Background: an optimization exercise with open tools, aiming at small area. Do not read the settings as production practice. Only simulation tests tie the RTL to the original design; equivalence was not proved. No activity file was given, so power comes from the tool's default toggle rates.

## hdc_frame_assembler
module hdc_frame_assembler #(
  parameter int CHANNELS = hdc_frame_assembler_pkg::INPUT_CHANNELS,
  parameter int SAMPLE_W = hdc_frame_assembler_pkg::RAW_WIDTH,
  parameter int LANE_W   = 16
) (
  input  logic                         Clk_CI,
  input  logic                         Reset_RI,
  input  logic                         SampleValid_SI,
  output logic                         SampleReady_SO,
  input  logic [SAMPLE_W-1:0]          Sample_DI,
  input  logic                         SampleLast_SI,
  input  logic [hdc_frame_assembler_pkg::MODE_W-1:0]            ModeIn_SI,
  input  logic [hdc_frame_assembler_pkg::LABEL_W-1:0]           LabelIn_DI,
  output logic [hdc_frame_assembler_pkg::idxWidth(CHANNELS)-1:0] ChannelIdx_DO,
  output logic                         ValidOut_SO,
  input  logic                         ReadyIn_SI,
  output logic [hdc_frame_assembler_pkg::MODE_W-1:0]            ModeOut_SO,
  output logic [hdc_frame_assembler_pkg::LABEL_W-1:0]           LabelOut_DO,
  output logic [CHANNELS*LANE_W-1:0]   Raw_DO,
  output logic                         FrameError_SO
);
clock: 4.0 ns
lec_check: 0
cap_margin: 20
core_margin: 2
core_utilization: 65
gpl_timing_driven: 0
slew_margin: 20
standard.sh (not shown) runs the stock make flow with config.mk's settings and CLKGATE_MAP_FILE= SYNTH_SCRIPT=/design/flow/synth_recipe.tcl, a recipe that flattens the netlist after the stock synthesis.
==> flow/flow/run.sh <==
#!/bin/bash
# Standard ORFS layout (standard.sh, unchanged synthesis) with these changes:
# port buffers use the smallest buffer cell; before the first fanout repair,
# high-fanout signal nets get one buffer per compact group of sinks
# (pre_resize.tcl); and the clock tree uses clkbuf_4 with small sink
# clusters and no dummy loads.
set -e
HERE=$(cd "$(dirname "$0")" && pwd)
export BUFFER_PORTS_ARGS="-buffer_cell sky130_fd_sc_hd__buf_1"
export PRE_RESIZE_TCL="$HERE/pre_resize.tcl"
export CTS_ARGS="-sink_clustering_enable -repair_clock_nets -buf_list sky130_fd_sc_hd__clkbuf_4 -sink_clustering_size 10 -sink_clustering_max_diameter 40 -dont_use_dummy_load"
bash standard.sh > standard.log 2>&1
==> flow/flow/pre_resize.tcl <==
source [file join [file dirname [info script]] cluster_buf.tcl]
cluster_buffer_nets 100 64 sky130_fd_sc_hd__buf_4
set_dont_use {sky130_fd_sc_hd__buf_12 sky130_fd_sc_hd__buf_16 sky130_fd_sc_hd__clkbuf_16}
Other scripts of this flow, unchanged in this note and not shown: flow/flow/cluster_buf.tcl
The baseline produced a clean layout.
==> next run, changes <==
==> flow/flow/run.sh (replaced) <==
#!/bin/bash
# Standard ORFS layout (standard.sh, unchanged synthesis) with these changes:
# port buffers use the smallest buffer cell; before the first fanout repair,
# high-fanout signal nets get one buffer per compact group of sinks and the
# tie-fed output buffers are shrunk (pre_resize.tcl); and the clock tree has
# clkbuf_4 leaves over small sink clusters, a clkbuf_8/16 trunk and no dummy
# loads.
set -e
HERE=$(cd "$(dirname "$0")" && pwd)
export BUFFER_PORTS_ARGS="-buffer_cell sky130_fd_sc_hd__buf_1"
export PRE_RESIZE_TCL="$HERE/pre_resize.tcl"
export CTS_ARGS="-sink_clustering_enable -repair_clock_nets -buf_list {sky130_fd_sc_hd__clkbuf_4 sky130_fd_sc_hd__clkbuf_8 sky130_fd_sc_hd__clkbuf_16} -root_buf sky130_fd_sc_hd__clkbuf_16 -tree_buf sky130_fd_sc_hd__clkbuf_8 -sink_clustering_buffer sky130_fd_sc_hd__clkbuf_4 -sink_clustering_size 10 -sink_clustering_max_diameter 40 -dont_use_dummy_load"
bash standard.sh > standard.log 2>&1
==> flow/flow/pre_resize.tcl (replaced) <==
set here [file dirname [info script]]
source [file join $here cluster_buf.tcl]
source [file join $here tie_bufs.tcl]
cluster_buffer_nets 100 64 sky130_fd_sc_hd__buf_4
shrink_tie_buffers sky130_fd_sc_hd__buf_1
set_dont_use {sky130_fd_sc_hd__buf_12 sky130_fd_sc_hd__buf_16 sky130_fd_sc_hd__clkbuf_16}
==> flow/flow/tie_bufs.tcl (new file) <==
# Buffers fed by a tie cell (the constant-0 outputs) drive only their port;
# the smallest buffer does.
proc shrink_tie_buffers {cell} {
  set n 0
  foreach inst [get_cells *] {
    if {![string match "sky130_fd_sc_hd__buf_*" [get_property $inst ref_name]]} continue
    set in [get_pins -of_objects $inst -filter "direction==input"]
    set drv [get_pins -of_objects [get_nets -of_objects $in] -filter "direction==output"]
    if {[llength $drv] != 1} continue
    if {[get_property [get_cells -of_objects $drv] ref_name] ne "sky130_fd_sc_hd__conb_1"} continue
    replace_cell $inst $cell
    incr n
  }
  puts "shrink_tie_buffers: $n buffers"
}
Design area shrinks slightly. Count of clock-buffer cells in the layout grows by 2. Hold slack gains 55 ps. Die area is unchanged. Sequential share of layout area grows by 0.47 points. Setup slack loses 4.1 ps. Via count shrinks slightly. Synthesized cell count does not change.
==> next run, changes <==
--- a/flow/flow/run.sh
+++ b/flow/flow/run.sh
@@ -5 +5 @@
-# tie-fed output buffers are shrunk (pre_resize.tcl); and the clock tree has
+# tie-fed output buffers are shrunk and share tie cells (pre_resize.tcl); and the clock tree has
--- a/flow/flow/pre_resize.tcl
+++ b/flow/flow/pre_resize.tcl
@@ -5,0 +6 @@
+share_tie_cells 8 80
--- a/flow/flow/tie_bufs.tcl
+++ b/flow/flow/tie_bufs.tcl
@@ -15,0 +16,53 @@
+
+# Lets one tie cell feed several of those buffers when they sit close
+# together (ports on the same stretch of die edge): walks the tie-fed
+# buffers in order around the die centre and starts a new group when the
+# group reaches maxn buffers or spans more than maxd microns.
+proc share_tie_cells {maxn maxd} {
+  set block [ord::get_db_block]
+  set u [$block getDbUnitsPerMicron]
+  set die [$block getDieArea]
+  set cx [expr {([$die xMin] + [$die xMax]) / 2.0}]
+  set cy [expr {([$die yMin] + [$die yMax]) / 2.0}]
+  set items {}
+  foreach inst [$block getInsts] {
+    if {[[$inst getMaster] getName] ne "sky130_fd_sc_hd__conb_1"} continue
+    set out [$inst findITerm LO]
+    set net [$out getNet]
+    if {$net eq "NULL"} continue
+    set loads {}
+    foreach it [$net getITerms] { if {[$it isInputSignal]} { lappend loads $it } }
+    if {[llength $loads] != 1 || [llength [$inst getITerms]] == 0} continue
+    if {[[$inst findITerm HI] getNet] ne "NULL"} continue
+    set ld [lindex $loads 0]
+    set xy [$ld getAvgXY]
+    set ang [expr {atan2([lindex $xy 2] - $cy, [lindex $xy 1] - $cx)}]
+    lappend items [list $ang [lindex $xy 1] [lindex $xy 2] $inst $net $ld]
+  }
+  set items [lsort -real -index 0 $items]
+  set groups {}
+  set cur {}
+  foreach it $items {
+    if {[llength $cur] > 0} {
+      set f [lindex $cur 0]
+      set d [expr {(abs([lindex $it 1] - [lindex $f 1]) + abs([lindex $it 2] - [lindex $f 2])) / double($u)}]
+      if {[llength $cur] >= $maxn || $d > $maxd} { lappend groups $cur; set cur {} }
+    }
+    lappend cur $it
+  }
+  if {[llength $cur] > 0} { lappend groups $cur }
+  set removed 0
+  foreach g $groups {
+    set keep [lindex $g 0]
+    set knet [lindex $keep 4]
+    foreach it [lrange $g 1 end] {
+      set ld [lindex $it 5]
+      $ld disconnect
+      $ld connect $knet
+      odb::dbInst_destroy [lindex $it 3]
+      odb::dbNet_destroy [lindex $it 4]
+      incr removed
+    }
+  }
+  puts "share_tie_cells: [llength $items] tie cells, [llength $groups] kept, $removed removed"
+}
Fmax climbs by 0.46%.
Design area drops by 0.35%.
Combinational power barely changes.
Sequential share of layout area climbs by 0.31 points.
Area after synthesis stays the same.
Setup slack is better by 14 ps.
Total power is about the same.
Global-route usage climbs by 0.12 points.
Routed wire length climbs by about 0.4%.
First-iteration DRC count climbs by 2.3%.
==> next run, changes <==
--- a/flow/config.mk
+++ b/flow/config.mk
@@ -7,0 +8 @@
+export ABC_AREA = 1
After rerunning: The changed run completed without violations; final cell count barely changes; die area stays flat; utilization is about the same; total power barely changes; worst setup slack is worse by 660 ps; maximum frequency drops by about a fifth; register-to-register slack is worse by 660 ps.


build 63:
hdc_frame_assembler, a different RTL version from the one above (not shown whole).
For scale: roughly 2200 cells after synthesis, roughly 1900 flip-flops, roughly 0.060 mm^2 of cells after synthesis.
## hdc_frame_assembler
module hdc_frame_assembler #(
  parameter int CHANNELS = hdc_frame_assembler_pkg::INPUT_CHANNELS,
  parameter int SAMPLE_W = hdc_frame_assembler_pkg::RAW_WIDTH,
  parameter int LANE_W   = 16
) (
  input  logic                         Clk_CI,
  input  logic                         Reset_RI,
  input  logic                         SampleValid_SI,
  output logic                         SampleReady_SO,
  input  logic [SAMPLE_W-1:0]          Sample_DI,
  input  logic                         SampleLast_SI,
  input  logic [hdc_frame_assembler_pkg::MODE_W-1:0]            ModeIn_SI,
  input  logic [hdc_frame_assembler_pkg::LABEL_W-1:0]           LabelIn_DI,
  output logic [hdc_frame_assembler_pkg::idxWidth(CHANNELS)-1:0] ChannelIdx_DO,
  output logic                         ValidOut_SO,
  input  logic                         ReadyIn_SI,
  output logic [hdc_frame_assembler_pkg::MODE_W-1:0]            ModeOut_SO,
  output logic [hdc_frame_assembler_pkg::LABEL_W-1:0]           LabelOut_DO,
  output logic [CHANNELS*LANE_W-1:0]   Raw_DO,
  output logic                         FrameError_SO
);
clock: 4.0 ns
lec_check: 0
cap_margin: 20
core_margin: 2
core_utilization: 70
gpl_timing_driven: 0
slew_margin: 20
==> flow/flow/run.sh <==
#!/bin/bash
# Standard ORFS layout (standard.sh, unchanged synthesis) with these changes:
# port buffers use the smallest buffer cell, the first fanout repair may not
# use the largest buffers, and the clock tree uses clkbuf_4 with small sink
# clusters and no dummy loads.
set -e
HERE=$(cd "$(dirname "$0")" && pwd)
export BUFFER_PORTS_ARGS="-buffer_cell sky130_fd_sc_hd__buf_1"
export PRE_RESIZE_TCL="$HERE/pre_resize.tcl"
export CTS_ARGS="-sink_clustering_enable -repair_clock_nets -buf_list sky130_fd_sc_hd__clkbuf_4 -sink_clustering_size 10 -sink_clustering_max_diameter 40 -dont_use_dummy_load"
bash standard.sh > standard.log 2>&1
==> flow/flow/pre_resize.tcl <==
# Keep the first fanout repair from building trees of the largest buffers.
set_dont_use {sky130_fd_sc_hd__buf_12 sky130_fd_sc_hd__buf_16 sky130_fd_sc_hd__clkbuf_16}
Build 63 has completed all stages; timing, DRC and antenna checks passed.
Relative to build 63, the following input files were edited for build 31:
- CORE_UTILIZATION changed from 70 to 75
- PLACE_DENSITY newly set to 0.85
--- a/flow/flow/run.sh
+++ b/flow/flow/run.sh
@@ -4 +4 @@
-# use the largest buffers, and the clock tree uses clkbuf_4 with small sink
+# use the largest buffers, and the clock tree uses clkbuf_8 with small sink
@@ -10 +10 @@
-export CTS_ARGS="-sink_clustering_enable -repair_clock_nets -buf_list sky130_fd_sc_hd__clkbuf_4 -sink_clustering_size 10 -sink_clustering_max_diameter 40 -dont_use_dummy_load"
+export CTS_ARGS="-sink_clustering_enable -repair_clock_nets -buf_list sky130_fd_sc_hd__clkbuf_8 -sink_clustering_size 16 -sink_clustering_max_diameter 50 -dont_use_dummy_load"
## What came out
- As the logs show, build 31 stopped at I/O pin placement after a tool error, so it never reached the end of the flow.
- For synthesized area, build 63 and build 31 come out practically identical.
- Share of synthesized registers carrying an async set or reset essentially unchanged between build 31 and build 63.
- Going from build 63 to build 31, post-synthesis cell count level; vertical die dimension moved down.
- | multiplexer share of the synthesized area | build 63 vs build 31 | ≈ equal |
- Area fraction in compound gates after synthesis: build 31 vs build 63 identical
- Comparing build 63 against build 31, there is no change at all in synthesized area per cell.
- X dimension of the die (build 31 vs. build 63) decreases by a few percent
- Build 31 vs build 63 — effective utilization at floorplan rose 5.2 points.
Modified inputs, build 62 compared to build 31
- PLACE_DENSITY no longer set, was 0.85
- CTS_CLUSTER_SIZE now 30, previously not set
- CTS_BUF_LIST now sky130_fd_sc_hd__clkbuf_8, previously not set
- CORE_UTILIZATION now 70, was 75
==> flow/run.sh (new file) <==
#!/bin/bash
# synth_recipe.tcl (not shown) runs the flow's synth.tcl, then flattens the netlist and writes it again
# the make line also repeats each setting of config.mk as NAME=value (left out here)
make -C /OpenROAD-flow-scripts/flow DESIGN_CONFIG=/design/flow/config.mk WORK_HOME=/design/flow/orfs CLKGATE_MAP_FILE= SYNTH_SCRIPT=/design/flow/synth_recipe.tcl finish
removed: flow/flow/run.sh
removed: flow/flow/pre_resize.tcl
removed: flow/standard.sh
- Build 62: PASS, flow complete, no timing, DRC or antenna violations
- Comparing build 31 with build 62, the number of enable flip-flop cells after synthesis came out essentially unchanged.
- Re async set-reset flop share out of synthesis: no difference whatsoever between build 31 and build 62.
- Sort build 62 and build 31 by vertical extent of the die asc -> top: build 31
- Build 62: number of core rows is 3.9% higher than what build 31 reported.
- Taking build 31 as the reference, in build 62 starting density of the core decreased by 5.2 points relative to the old numbers; compound-gate portion of the synthesized area closely matched the old numbers.
Setup changes, build 62 to build 61
- removing CTS_CLUSTER_SIZE (formerly 30)
- removing CTS_BUF_LIST (formerly sky130_fd_sc_hd__clkbuf_8)
- changing CORE_UTILIZATION from 70 to 40
- removing GPL_TIMING_DRIVEN (formerly 0)
## What came out
- Per the final summary, build 61 finished and its layout is clean on timing, DRC and antenna.
- Note that the detailed-route wire length on metal 1 recorded for build 61 amounts to 1.12 times the value seen in build 62.
- Looking at post-layout instance area, build 61 sits 370 um^2 above build 62.
- The lower final cell count without fillers came out of build 62.
- Looking at number of buffer and inverter instances along the worst setup path, build 61 sits below build 62.
- Total number of vias: build 62 and build 61 compared, higher one is build 62
[inputs] build 59 vs build 61
- CORE_UTILIZATION now 70, was 40
- GPL_TIMING_DRIVEN now 0, previously not set
==> flow/flow/run.sh (new file) <==
#!/bin/bash
# Standard ORFS layout (standard.sh, unchanged synthesis) with two changes:
# port buffers use the smallest buffer cell, and the clock tree uses
# clkbuf_8 with small sink clusters and no dummy loads.
set -e
export BUFFER_PORTS_ARGS="-buffer_cell sky130_fd_sc_hd__buf_1"
export CTS_ARGS="-sink_clustering_enable -repair_clock_nets -buf_list sky130_fd_sc_hd__clkbuf_8 -sink_clustering_size 16 -sink_clustering_max_diameter 50 -dont_use_dummy_load"
bash standard.sh > standard.log 2>&1
==> flow/standard.sh (new file) <==
#!/bin/bash
# synth_recipe.tcl (not shown) runs the flow's synth.tcl, then flattens the netlist and writes it again
# the make line also repeats each setting of config.mk as NAME=value (left out here)
make -C /OpenROAD-flow-scripts/flow DESIGN_CONFIG=/design/flow/config.mk WORK_HOME=/design/flow/orfs CLKGATE_MAP_FILE= SYNTH_SCRIPT=/design/flow/synth_recipe.tcl "${@:-finish}"
removed: flow/run.sh
Notes after the runs:
- Build 59 finished every step from synthesis to the final layout, and the layout passed the timing, DRC and antenna checks.
- Taking build 61 as the reference, in build 59 total track usage shows an increase of 15 points, post-route minimum period shows an increase of 0.63 ns, critical path depth higher.
- The final reports for build 59 and build 61 show overall power lower in the former.
- Number of hold-repair buffers added at the cts stage for build 59: 1 up relative to build 61

## port drivers added, routing unchanged
The results above use ideal ports. As a check the final layouts listed here were re-extracted and re-timed, cells and wires unchanged.
Step 1 (the two cells are an assumption about what drives the block):
set clk [get_ports {Clk_CI}]
set_driving_cell -lib_cell sky130_fd_sc_hd__clkbuf_16 $clk
set_driving_cell -lib_cell sky130_fd_sc_hd__buf_2 [delete_from_list [all_inputs] $clk]
Step 2 moves the port delays by t, midway between the first and last clock arrival at a register: inputs arrive t later, outputs are due t later. That takes back most of the time a late clock gives input paths.
Three values: ideal, step 1, step 2; two values: the first two.
run	t, ns	setup slack, ns	clock arrival spread, ns	worst register clock-pin slew, ns	cell pins on the clock port's net
the first run of note 1	1.151	0.883 / 0.883 / 0.292	0.059 / 0.059	0.11 / 0.11	1
the second run of note 1	0.768	0.879 / 0.879 / 0.879	0.050 / 0.050	0.11 / 0.11	1
the third run of note 1	0.764	0.893 / 0.893 / 0.891	0.059 / 0.059	0.11 / 0.11	1
the fourth run of note 1	0.768	0.232 / 0.232 / 0.232	0.061 / 0.061	0.11 / 0.11	1
build 63	1.120	0.323 / 0.323 / 0.086	0.158 / 0.158	0.12 / 0.12	1
build 62	1.006	0.505 / 0.505 / 0.221	0.084 / 0.085	0.08 / 0.08	1
build 61	0.859	0.843 / 0.762 / 0.669	0.050 / 0.049	0.07 / 0.07	1
build 59	0.865	0.208 / 0.208 / 0.208	0.080 / 0.080	0.10 / 0.10	1
After both steps setup and hold are still met in every run listed. The setup slack of the first run of note 1, which loses most, moves by 0.000 ns with the drivers and by -0.591 ns with both steps.
